From an optimization exercise on the open Yosys and OpenROAD flow, aimed at small area; shortcuts taken in it are not production practice. In this exercise RTL edits were held to simulation tests only and were not proved equivalent to the original. Power is estimated from default activity; no workload was simulated.

**design/flow/design.v**
```verilog
`default_nettype none
package fetch_pkg;
    localparam int unsigned LANE_W = $clog2(4);
    localparam int unsigned OFS_W  = LANE_W + 2;     
    typedef logic [32-1:0]   addr_t;
    typedef logic [4-1:0]    lane_mask_t;
    typedef logic [LANE_W-1:0]          lane_idx_t;
    typedef logic [4*32-1:0] block_t;
    typedef enum logic [1:0] {
        IDLE      = 2'b00,
        REQ       = 2'b01,   
        WAIT_DATA = 2'b10,
        WAIT_DROP = 2'b11    
    } fetch_state_e;
endpackage
`default_nettype wire
`default_nettype none
package bpred_pkg;
    localparam int unsigned BTB_IDX_W = $clog2(16);
    localparam int unsigned BTB_TAG_W = 32 - BTB_IDX_W - ($clog2(4) + 2);
    typedef enum logic [1:0] {
        STRONG_NT = 2'b00,
        WEAK_NT   = 2'b01,
        WEAK_T    = 2'b10,
        STRONG_T  = 2'b11
    } ctr_e;
    typedef struct packed {
        logic                   valid;
        logic [BTB_TAG_W-1:0]   tag;
        logic [$clog2(4)-1:0] lane;     
        logic [32-1:0] target;
    } btb_entry_t;
    function automatic logic [1:0] ctr_next(input logic [1:0] cur, input logic taken);
        logic [1:0] nxt;
        nxt = cur;
        case (cur)
            2'b00:   nxt = taken ? 2'b01 : 2'b00;    
            2'b01:   nxt = taken ? 2'b10 : 2'b00;    
            2'b10:   nxt = taken ? 2'b11 : 2'b01;    
            2'b11:   nxt = taken ? 2'b11 : 2'b10;    
            default: nxt = 2'b01;
        endcase
        ctr_next = nxt;
    endfunction
endpackage
`default_nettype wire
`timescale 1ns/1ps
`default_nettype none
module pc_register (
    input  wire                         clk_i,
    input  wire                         arst_n_i,
    input  wire                         req_accept_i,
    input  wire                         exc_valid_i,
    input  wire fetch_pkg::addr_t       exc_pc_i,
    input  wire                         br_mispredict_i,
    input  wire fetch_pkg::addr_t       br_target_i,
    input  wire                         btb_hit_i,
    input  wire fetch_pkg::lane_idx_t   btb_lane_i,
    input  wire fetch_pkg::addr_t       btb_target_i,
    input  wire                         pht_taken_i,     
    output fetch_pkg::addr_t            fetch_pc_o,
    output fetch_pkg::lane_idx_t        last_lane_o,     
    output logic                        pred_taken_o,
    output logic                        flush_o
);
    localparam int unsigned LANE_W = fetch_pkg::LANE_W;
    localparam int unsigned OFS_W  = fetch_pkg::OFS_W;
    fetch_pkg::addr_t       pc_q;
    fetch_pkg::addr_t       seq_pc;
    fetch_pkg::addr_t       pred_target;
    fetch_pkg::addr_t       redirect_pc;
    assign pred_taken_o = btb_hit_i && (btb_lane_i >= pc_q[2 +: LANE_W]) && pht_taken_i;
    assign last_lane_o  = pred_taken_o ? btb_lane_i : {LANE_W{1'b1}};
    assign seq_pc      = {pc_q[32-1:OFS_W] + 1'b1, {OFS_W{1'b0}}};
    assign pred_target = pred_taken_o ? btb_target_i : seq_pc;
    assign flush_o     = exc_valid_i | br_mispredict_i;
    assign redirect_pc = exc_valid_i ? exc_pc_i : br_target_i;   
    logic sel_exc, sel_br, sel_btb, sel_seq, sel_hold;
    fetch_pkg::addr_t pc_d;
    assign sel_exc  = exc_valid_i;
    assign sel_br   = !exc_valid_i && br_mispredict_i;
    assign sel_btb  = !flush_o && req_accept_i && pred_taken_o;
    assign sel_seq  = !flush_o && req_accept_i && !pred_taken_o;
    assign sel_hold = !flush_o && !req_accept_i;
    assign pc_d = ({32{sel_exc}}  & exc_pc_i)     |
                  ({32{sel_br}}   & br_target_i)  |
                  ({32{sel_btb}}  & btb_target_i) |
                  ({32{sel_seq}}  & seq_pc)       |
                  ({32{sel_hold}} & pc_q);
    always_ff @(posedge clk_i or negedge arst_n_i) begin
        if (!arst_n_i) begin
            pc_q <= 32'h0000_1000;
        end else begin
            pc_q <= pc_d;
        end
    end
    assign fetch_pc_o = pc_q;
endmodule
`default_nettype wire
`timescale 1ns/1ps
`default_nettype none
module branch_target_buffer (
    input  wire                         clk_i,
    input  wire                         arst_n_i,
    input  wire fetch_pkg::addr_t       fetch_pc_i,
    input  wire                         upd_valid_i,
    input  wire fetch_pkg::addr_t       upd_pc_i,
    input  wire                         upd_taken_i,
    input  wire fetch_pkg::addr_t       upd_target_i,
    output logic                        hit_o,
    output fetch_pkg::lane_idx_t        lane_o,
    output fetch_pkg::addr_t            target_o
);
    localparam int unsigned OFS_W = fetch_pkg::OFS_W;
    localparam int unsigned IDX_W = bpred_pkg::BTB_IDX_W;
    localparam int unsigned TAG_W = bpred_pkg::BTB_TAG_W;
    localparam int unsigned LANE_W = fetch_pkg::LANE_W;
    logic [16-1:0]                    valid_q;
    logic [16-1:0][TAG_W-1:0]         tag_q;
    logic [16-1:0][LANE_W-1:0]        lane_q;
    logic [16-1:0][32-1:0] target_q;
    logic [IDX_W-1:0]       rd_idx;
    logic [TAG_W-1:0]       rd_tag;
    logic [IDX_W-1:0]       upd_idx;
    logic [TAG_W-1:0]       upd_tag;
    fetch_pkg::lane_idx_t   upd_lane;
    logic                   upd_match;
    assign rd_idx   = fetch_pc_i[OFS_W +: IDX_W];
    assign rd_tag   = fetch_pc_i[32-1 -: TAG_W];
    logic                       rd_valid;
    logic [TAG_W-1:0]           rd_tag_q;
    always_comb begin
        rd_valid = 1'b0;
        rd_tag_q = '0;
        lane_o   = '0;
        target_o = '0;
        for (int i = 0; i < 16; i++) begin
            if (rd_idx == IDX_W'(i)) begin
                rd_valid = rd_valid | valid_q[i];
                rd_tag_q = rd_tag_q | tag_q[i];
                lane_o   = lane_o   | lane_q[i];
                target_o = target_o | target_q[i];
            end
        end
    end
    assign hit_o    = rd_valid && (rd_tag_q == rd_tag);
    assign upd_idx  = upd_pc_i[OFS_W +: IDX_W];
    assign upd_tag  = upd_pc_i[32-1 -: TAG_W];
    assign upd_lane = upd_pc_i[2 +: LANE_W];
    logic                       old_valid;
    logic [TAG_W-1:0]           old_tag;
    fetch_pkg::lane_idx_t       old_lane;
    always_comb begin
        old_valid = 1'b0;
        old_tag   = '0;
        old_lane  = '0;
        for (int i = 0; i < 16; i++) begin
            if (upd_idx == IDX_W'(i)) begin
                old_valid = old_valid | valid_q[i];
                old_tag   = old_tag   | tag_q[i];
                old_lane  = old_lane  | lane_q[i];
            end
        end
    end
    assign upd_match = old_valid && (old_tag == upd_tag) && (old_lane == upd_lane);
    for (genvar i = 0; i < 16; i++) begin : g_entry
        logic sel;
        assign sel = upd_valid_i && (upd_idx == IDX_W'(i));
        always_ff @(posedge clk_i or negedge arst_n_i) begin
            if (!arst_n_i) begin
                valid_q[i] <= 1'b0;
            end else if (sel) begin
                if (upd_taken_i) begin
                    valid_q[i] <= 1'b1;
                end else if (upd_match) begin
                    valid_q[i] <= 1'b0;          
                end
            end
        end
        always_ff @(posedge clk_i) begin
            if (sel && upd_taken_i) begin
                tag_q[i]    <= upd_tag;
                lane_q[i]   <= upd_lane;
                target_q[i] <= upd_target_i;
            end
        end
    end
endmodule
`default_nettype wire
`timescale 1ns/1ps
`default_nettype none
module pattern_history_table (
    input  wire                         clk_i,
    input  wire                         arst_n_i,
    input  wire fetch_pkg::addr_t       fetch_pc_i,
    input  wire fetch_pkg::lane_idx_t   lane_i,
    input  wire                         upd_valid_i,
    input  wire fetch_pkg::addr_t       upd_pc_i,
    input  wire                         upd_taken_i,
    output logic                        taken_o
);
    localparam int unsigned LANE_W = fetch_pkg::LANE_W;
    localparam int unsigned OFS_W  = fetch_pkg::OFS_W;
    localparam int unsigned IDX_W  = $clog2(64);
    logic [64-1:0]    dir_q;
    logic [64-1:0]    strong_q;
    logic [IDX_W-1:0]           upd_idx;
    logic [IDX_W-LANE_W-1:0]        rd_blk;
    logic [4-1:0]        blk_dir;
    assign rd_blk = fetch_pc_i[OFS_W +: IDX_W-LANE_W];
    always_comb begin
        blk_dir = '0;
        for (int b = 0; b < 64/4; b++) begin
            if (rd_blk == (IDX_W-LANE_W)'(b)) begin
                blk_dir = blk_dir | dir_q[b*4 +: 4];
            end
        end
    end
    assign taken_o = blk_dir[lane_i];
    assign upd_idx = upd_pc_i[2 +: IDX_W];      
    for (genvar i = 0; i < 64; i++) begin : g_ctr
        logic sel;
        assign sel = upd_valid_i && (upd_idx == IDX_W'(i));
        always_ff @(posedge clk_i or negedge arst_n_i) begin
            if (!arst_n_i) begin
                dir_q[i]    <= 1'b0;
                strong_q[i] <= 1'b0;
            end else if (sel) begin
                strong_q[i] <= (dir_q[i] == upd_taken_i);
                if (!strong_q[i]) begin
                    dir_q[i] <= upd_taken_i;
                end
            end
        end
    end
endmodule
`default_nettype wire
`timescale 1ns/1ps
`default_nettype none
module fetch_ctrl (
    input  wire                         clk_i,
    input  wire                         arst_n_i,
    input  wire fetch_pkg::addr_t       fetch_pc_i,
    input  wire fetch_pkg::lane_idx_t   last_lane_i,
    input  wire                         pred_taken_i,
    input  wire                         flush_i,
    input  wire                         inst_index_ok_i,
    input  wire                         inst_data_ok_i,
    input  wire fetch_pkg::block_t      inst_rdata_i,
    input  wire                         iq_ready_i,
    output logic                        req_accept_o,
    output logic                        inst_req_o,
    output fetch_pkg::addr_t            inst_index_o,
    output logic                        iq_valid_o,
    output fetch_pkg::addr_t            iq_pc_o,
    output fetch_pkg::block_t           iq_inst_o,
    output fetch_pkg::lane_mask_t       iq_lane_en_o,
    output logic                        iq_pred_taken_o,
    output fetch_pkg::addr_t            iq_pred_target_o
);
    localparam int unsigned LANE_W = fetch_pkg::LANE_W;
    localparam int unsigned OFS_W  = fetch_pkg::OFS_W;
    fetch_pkg::fetch_state_e    state_q;
    fetch_pkg::fetch_state_e    state_d;
    logic                       buf_valid_q;
    logic                       data_fire;
    fetch_pkg::addr_t           blk_pc_q;
    fetch_pkg::lane_idx_t       blk_last_q;      
    logic                       blk_pred_taken_q;
    fetch_pkg::block_t          blk_inst_q;
    assign inst_req_o   = (state_q == fetch_pkg::REQ) && !flush_i;   
    assign inst_index_o = {fetch_pc_i[32-1:OFS_W], {OFS_W{1'b0}}};
    assign req_accept_o = inst_req_o && inst_index_ok_i;
    assign data_fire = (state_q == fetch_pkg::WAIT_DATA) && inst_data_ok_i && !flush_i;
    always_comb begin
        state_d = state_q;
        case (state_q)
            fetch_pkg::IDLE: begin
                if (!buf_valid_q || iq_ready_i) begin
                    state_d = fetch_pkg::REQ;
                end
            end
            fetch_pkg::REQ: begin
                if (req_accept_o) begin
                    state_d = fetch_pkg::WAIT_DATA;
                end
            end
            fetch_pkg::WAIT_DATA: begin
                if (inst_data_ok_i) begin
                    state_d = fetch_pkg::IDLE;
                end else if (flush_i) begin
                    state_d = fetch_pkg::WAIT_DROP;
                end
            end
            default: begin
                if (inst_data_ok_i) begin
                    state_d = fetch_pkg::IDLE;
                end
            end
        endcase
    end
    always_ff @(posedge clk_i or negedge arst_n_i) begin
        if (!arst_n_i) begin
            state_q     <= fetch_pkg::IDLE;
            buf_valid_q <= 1'b0;
        end else begin
            state_q     <= state_d;
            buf_valid_q <= !flush_i && (buf_valid_q ? !iq_ready_i : data_fire);
        end
    end
    always_ff @(posedge clk_i) begin
        if (state_q == fetch_pkg::REQ) begin
            blk_pc_q         <= fetch_pc_i;
            blk_last_q       <= last_lane_i;
            blk_pred_taken_q <= pred_taken_i;
        end
    end
    always_ff @(posedge clk_i) begin
        if (!buf_valid_q) begin
            blk_inst_q <= inst_rdata_i;
        end
    end
    for (genvar l = 0; l < 4; l++) begin : g_lane
        assign iq_lane_en_o[l] = (blk_pc_q[2 +: LANE_W] <= LANE_W'(l)) &&
                                 (blk_last_q >= LANE_W'(l));
    end
    assign iq_valid_o       = buf_valid_q;
    assign iq_pc_o          = blk_pc_q;
    assign iq_inst_o        = blk_inst_q;
    assign iq_pred_taken_o  = blk_pred_taken_q;
    assign iq_pred_target_o = fetch_pc_i;
endmodule
`default_nettype wire
`timescale 1ns/1ps
`default_nettype none
module fetch_stage (
    input  wire                         clk_i,
    input  wire                         arst_n_i,
    output logic                        inst_req_o,
    output fetch_pkg::addr_t            inst_index_o,
    input  wire                         inst_index_ok_i,
    input  wire                         inst_data_ok_i,
    input  wire fetch_pkg::block_t      inst_rdata_i,
    output logic                        iq_valid_o,
    input  wire                         iq_ready_i,
    output fetch_pkg::addr_t            iq_pc_o,
    output fetch_pkg::block_t           iq_inst_o,
    output fetch_pkg::lane_mask_t       iq_lane_en_o,
    output logic                        iq_pred_taken_o,
    output fetch_pkg::addr_t            iq_pred_target_o,
    input  wire                         br_update_valid_i,
    input  wire fetch_pkg::addr_t       br_pc_i,
    input  wire                         br_taken_i,
    input  wire fetch_pkg::addr_t       br_target_i,
    input  wire                         br_mispredict_i,
    input  wire                         exc_valid_i,
    input  wire fetch_pkg::addr_t       exc_pc_i
);
    fetch_pkg::addr_t       fetch_pc;
    fetch_pkg::lane_idx_t   last_lane;
    logic                   pred_taken;
    logic                   flush;
    logic                   req_accept;
    logic                   btb_hit;
    fetch_pkg::lane_idx_t   btb_lane;
    fetch_pkg::addr_t       btb_target;
    logic                   pht_taken;
    pc_register u_pc_register (
        .clk_i           (clk_i),
        .arst_n_i        (arst_n_i),
        .req_accept_i    (req_accept),
        .exc_valid_i     (exc_valid_i),
        .exc_pc_i        (exc_pc_i),
        .br_mispredict_i (br_mispredict_i),
        .br_target_i     (br_target_i),
        .btb_hit_i       (btb_hit),
        .btb_lane_i      (btb_lane),
        .btb_target_i    (btb_target),
        .pht_taken_i     (pht_taken),
        .fetch_pc_o      (fetch_pc),
        .last_lane_o     (last_lane),
        .pred_taken_o    (pred_taken),
        .flush_o         (flush)
    );
    branch_target_buffer u_branch_target_buffer (
        .clk_i        (clk_i),
        .arst_n_i     (arst_n_i),
        .fetch_pc_i   (fetch_pc),
        .upd_valid_i  (br_update_valid_i),
        .upd_pc_i     (br_pc_i),
        .upd_taken_i  (br_taken_i),
        .upd_target_i (br_target_i),
        .hit_o        (btb_hit),
        .lane_o       (btb_lane),
        .target_o     (btb_target)
    );
    pattern_history_table u_pattern_history_table (
        .clk_i       (clk_i),
        .arst_n_i    (arst_n_i),
        .fetch_pc_i  (fetch_pc),
        .lane_i      (btb_lane),
        .upd_valid_i (br_update_valid_i),
        .upd_pc_i    (br_pc_i),
        .upd_taken_i (br_taken_i),
        .taken_o     (pht_taken)
    );
    fetch_ctrl u_fetch_ctrl (
        .clk_i            (clk_i),
        .arst_n_i         (arst_n_i),
        .fetch_pc_i       (fetch_pc),
        .last_lane_i      (last_lane),
        .pred_taken_i     (pred_taken),
        .flush_i          (flush),
        .inst_index_ok_i  (inst_index_ok_i),
        .inst_data_ok_i   (inst_data_ok_i),
        .inst_rdata_i     (inst_rdata_i),
        .iq_ready_i       (iq_ready_i),
        .req_accept_o     (req_accept),
        .inst_req_o       (inst_req_o),
        .inst_index_o     (inst_index_o),
        .iq_valid_o       (iq_valid_o),
        .iq_pc_o          (iq_pc_o),
        .iq_inst_o        (iq_inst_o),
        .iq_lane_en_o     (iq_lane_en_o),
        .iq_pred_taken_o  (iq_pred_taken_o),
        .iq_pred_target_o (iq_pred_target_o)
    );
endmodule
`default_nettype wire
```
**design/flow/flow/run.sh**
```bash
#!/bin/bash
# The standard layout (standard.sh), with:
#  - an area-oriented ABC script in synthesis (flow/synth.tcl, flow/area.abc)
#  - the smallest buffer on every port
#  - a clock tree without dummy loads
# The make output goes to flow_make.log here; each ORFS step also keeps its
# own log under orfs/logs/.
set -euo pipefail
export AREA_ABC_SCRIPT="$PWD/flow/area.abc"
bash standard.sh \
    "SYNTH_SCRIPT=$PWD/flow/synth.tcl" \
    "BUFFER_PORTS_ARGS=-buffer_cell sky130_fd_sc_hd__buf_1" \
    "CTS_ARGS=-sink_clustering_enable -repair_clock_nets -dont_use_dummy_load -buf_list sky130_fd_sc_hd__clkbuf_4 -sink_clustering_size 10 -sink_clustering_max_diameter 40" \
    finish > flow_make.log 2>&1
```
**design/flow/flow/area.abc**
```
&get -n
&st
&syn3
&dch -f
&nf -a -R 1000
&put
```
**design/flow/flow/synth.tcl**
```tcl
# The standard synthesis script (synth_recipe.tcl), with ABC's mapping
# script swapped for an area-oriented one. Registers are mapped before ABC
# runs, so they are the standard synthesis's.
proc synth {args} { yosys synth -nofsm -noshare {*}$args }
proc abc {args} {
  set i [lsearch -exact $args -script]
  if {$i >= 0} { lset args [expr {$i + 1}] $::env(AREA_ABC_SCRIPT) }
  yosys abc {*}$args
}
source $::env(SCRIPTS_DIR)/synth.tcl
# left out here: clear keep_hierarchy, flatten, clean up, hide names made inside functions, write 1_2_yosys.v
```
**design/flow/standard.sh**
```bash
#!/bin/bash
# synth_recipe.tcl (not shown) runs the flow's synth.tcl, then flattens the netlist and writes it again
# the make line also repeats each setting of config.mk as NAME=value (left out here)
make -C /OpenROAD-flow-scripts/flow DESIGN_CONFIG=/design/flow/config.mk WORK_HOME=/design/flow/orfs CLKGATE_MAP_FILE= SYNTH_SCRIPT=/design/flow/synth_recipe.tcl "${@:-finish}"
```
**design/flow/config.mk**
```make
export PLATFORM = sky130hd
export DESIGN_NAME = fetch_stage
export DESIGN_NICKNAME = fetch_stage
export VERILOG_FILES = /design/flow/design.v
export SDC_FILE = /design/flow/constraint.sdc
export NUM_CORES = 4
export LEC_CHECK = 0
export CAP_MARGIN = 20
export CORE_MARGIN = 2
export CORE_UTILIZATION = 55
export PLACE_DENSITY = 0.7
export SLEW_MARGIN = 20
```
**design/flow/constraint.sdc**
```tcl
create_clock -name core_clock -period 6.0 [get_ports {clk_i}]
set_input_delay 1.2000 -clock core_clock [delete_from_list [all_inputs] [get_ports {clk_i}]]
set_output_delay 1.2000 -clock core_clock [all_outputs]
set_load 0.01 [all_outputs]
```
==> run summary <==
Max FO, Critical Path 28; 1st-iter DRT viols 7,160; initial antenna violation count 18; Clk Latency, worst-skew pair 1.19 ns; post-synth cell types 52; drt pass-1 iters 13; layout cell share with drive strength beyond 1 9.369%; wire per inst 33.57 µm; largest net degree at the start of global routing 146; Post-synth EDFFs 1,091; HPWL after DPL 95,580 µm; CP Launch Type register; Lkg Pwr 18.20 nW; Final period util 93.27%; min Tclk post-route 5.596 ns; post-CTS sizing 0; # hold bufs at CTS 0; Placement Cell Area 0.05333 mm²; RePlAce Congestion 0.9512; ys flop type edfxtp_1; total core area 0.08837 mm²; Clock Skew 0.1239 ns; Final #Nets 3,906; total CTS buffers 165; Worst Hold Class input port to asynchronous set/reset pin; asr flop ratio synth 14.09%; Max VDD drop 257.9 µV; Synth Instances 2,950; upper clock frequency limit 178.7 MHz; register area share after synthesis 76.05%; unrepaired setup endpoints after global routing false; CTS H-tree depth 4; row cnt 109; global-route wire length before repair 226,300 µm; Die Wd 302.4 µm; Clock Path Buffers 3; TritonCTS clock tree yes; Die Y 302.4 µm; layout filler cell count 6,565; root buffer cell clkbuf_4; GRT Total Usage 34.80%; clock slew at reported path FFs 0.11 ns; Via density 7.132; final setup fails 0; vias in the first global route 33,750; Crit. End Element register; Synth Cell Area 0.04897 mm²; Worst EP required 7.00 ns; setup bufs post-CTS 0; syn_area_per_cell 16.60 µm²; Overflow after GRT 0; Max Cap Viol 0; Final Hold Fails 0; DR vias 34,510; TNS Setup 0 ns; design area 0.05460 mm²; synthesis warning total 4; CTS Sinks 1,270; Crit Path Class register to register; # DRC 0; status timing/DRC/antenna clean; PortBufs 457; Final ANT Viol Nets 0; Arr. time, crit path 6.60 ns; Seq cells post-synth 1,270; relative slew slack 28.87%; top-level I/O count 464; PD cells 301.1 mW/mm²; Initial Util 55.41%; Final Max Tran Viols 0; Worst Tran Pin Value 1.067 ns; final WL 162,400 µm; area of the die 0.09144 mm²; Area growth syn-to-layout 11.50%; final hold slack 0.06442 ns
## cell type report
class	count	area, µm²	area share, %
multi-input cells	1630	11640	21.33
inverters	21	81.33	0.1490
clock buffers	165	1239	2.269
well taps	1165	1458	2.670
repair buffers	575	2905	5.321
flip-flops and latches	1270	37240	68.21
diodes	12	30.03	0.05500
## flip-flops by register name (all words and copies together), names as in the netlist
signal / cells
u_branch_target_buffer.target_q: 512
u_branch_target_buffer.tag_q: 384
u_branch_target_buffer.lane_q: 32
u_fetch_ctrl.blk_pc_q: 32
u_pattern_history_table.dir_q: 64
u_fetch_ctrl.state_q: 2
u_pattern_history_table.strong_q: 64
u_pc_register.pc_q: 32
u_fetch_ctrl.blk_pred_taken_q: 1
u_branch_target_buffer.valid_q: 16
u_fetch_ctrl.buf_valid_q: 1
u_fetch_ctrl.blk_inst_q: 128
u_fetch_ctrl.blk_last_q: 2
## synth_stat cells (7+ instances only)
cell / number / area [µm²]
edfxtp_1: 1091 / 32760
nand2_1: 280 / 1051
a222oi_1: 250 / 2502
dfrtp_1: 178 / 4454
a22oi_1: 163 / 1224
nor2_1: 136 / 510.5
a22o_1: 91 / 797.0
xor2_1: 87 / 762.0
a221oi_1: 84 / 735.7
o21ai_0: 79 / 395.4
nand4_1: 73 / 456.7
mux2_1: 64 / 720.7
and3_1: 51 / 319.1
nand3_1: 45 / 225.2
buf_4: 32 / 240.2
xnor2_1: 25 / 219.0
clkinv_1: 21 / 78.83
a21oi_1: 20 / 100.1
o221ai_1: 17 / 148.9
a21o_1: 16 / 120.1
a211oi_1: 14 / 105.1
and2_0: 14 / 87.58
nor3_1: 14 / 70.07
and4_1: 11 / 96.34
ha_1: 10 / 125.1
nand2b_1: 9 / 56.30
and4b_1: 7 / 70.07
o22ai_1: 7 / 43.79
## per-layer routing
metal  vias to the layer above  global-route usage, %  wire length [µm]
li1                      13890                      -                 -
met1                     16790                  45.05             54870
met2                      3170                  52.78             72510
met3                       632                  10.71             25480
met4                        22                  19.31              9384
met5                         -                 0.3623               158
## power by group
part           switching, mW  leakage (nW)  internal [mW]
clock                   2.68         0.759           1.26
sequential             0.328          12.3           10.0
combinational           1.44          5.09          0.693
total                   4.45          18.2           12.0
## cell families (layout without fill, tap and decap cells)
group | count (synthesis) | in the layout | share of synthesized area [%]
buffers and inverters | 53 | 761 | 0.6516
adders and majority gates | 10 | 10 | 0.2555
DFF | 1270 | 1270 | 76.05
muxes | 65 | 65 | 1.492
and+or+nand+nor | 663 | 663 | 6.332
xor gates and xnor gates | 112 | 112 | 2.003
other | 1 | 16 | 0.007658
AOI/OAI and AO/OA | 776 | 776 | 13.20
## worst max-delay path, stage by stage (launching register included)
cell,delay (ns)
dfrtp_1,0.51
clkinv_1,0.13
ha_1,0.31
and3_4,0.55
buf_4,0.59
a22o_1,0.26
a221oi_1,0.06
and3_1,0.19
nand4_1,0.09
o21ai_0,0.21
a2111oi_0,0.73
buf_4,0.22
nand4_1,0.16
a311oi_1,0.26
buf_4,0.19
nand3b_1,0.16
buf_12,0.23
nor2_1,0.08
a221oi_1,0.24
o211ai_1,0.15
## metrics by stage
step	utilization, %	setup WS, ns	power (mW)	std cells
final	61.78	0.4035	16.44	4838
after global routing	61.77	0.3085	16.94	4834
after CTS	61.75	0.6431	16.41	4826
after detailed placement	60.35	0.7338	12.62	4661
after global placement	60.29	0.8441	12.54	4659
after floorplan	-	0.02804	11.53	2953
## cells in the final DEF, fill, tap and decap left out, types with 9 or more instances in the layout
cell / count
dfrtp_1: 178
nor3_1: 10
buf_4: 95
ha_1: 9
edfxtp_1: 1091
a22o_1: 91
nor2_1: 122
a21o_1: 16
nand2b_1: 9
buf_1: 454
a22oi_1: 163
and4_1: 11
a21oi_1: 20
nor2_2: 13
nand4_1: 73
a222oi_1: 250
nand3_1: 44
clkinv_1: 20
nand2_1: 280
a211oi_1: 13
clkbuf_4: 167
and2_4: 11
mux2_1: 64
o221ai_1: 17
xnor2_1: 25
o21ai_0: 79
and3_4: 18
and3_1: 31
a221oi_1: 84
xor2_1: 87
diode_2: 12
buf_12: 22
## path summary, 6_finish.rpt
| path | to | from | cells after the start | slack [ns] |
|---|---|---|---|---|
| max in group asynchronous | u_fetch_ctrl.buf_valid_q$_DFF_PN0_ | arst_n_i | 2 | 4.61 |
| min in group core_clock | u_fetch_ctrl.blk_inst_q[86]$_DFFE_PN_ | inst_rdata_i[86] | 1 | 0.24 |
| max reg2reg | u_pc_register.pc_q[6]$_DFF_PN0_ | u_pc_register.pc_q[5]$_DFF_PN0_ | 19 | 0.40 |
| max | u_pc_register.pc_q[6]$_DFF_PN0_ | u_pc_register.pc_q[5]$_DFF_PN0_ | 19 | 0.40 |
| min reg2reg | u_pattern_history_table.strong_q[34]$_DFFE_PN0P_ | u_pattern_history_table.strong_q[34]$_DFFE_PN0P_ | 2 | 0.48 |
| min | u_pattern_history_table.strong_q[24]$_DFFE_PN0P_ | arst_n_i | 1 | 0.06 |

-- separate check: timing with driven ports --
No port has a modelled driver above. Below, the same layout with a new extraction and two added sets of constraints.
Step 1, drivers: a clkbuf_16 drives clk_i and a buf_2 each remaining input, both assumed.
Step 2 adds t to the input delays and takes it off the output delays; t is the mean of the earliest and latest rising clock arrival at the registers after step 1. Input paths then give back, and output paths get back, about the clock's delay inside the block.
Three values: ideal, step 1, step 2; two values: the first two.
t (ns): 1.200
setup slack, ns: 0.404 / 0.404 / 0.400
hold slack, ns: 0.064 / 0.034 / 0.484
worst slew at a driven data input, ns: 0.18
pins driven straight from the clock port: 1
After both steps this run still meets setup and hold. The setup slack of this run moves by 0.000 ns with the drivers and by -0.004 ns with both steps.
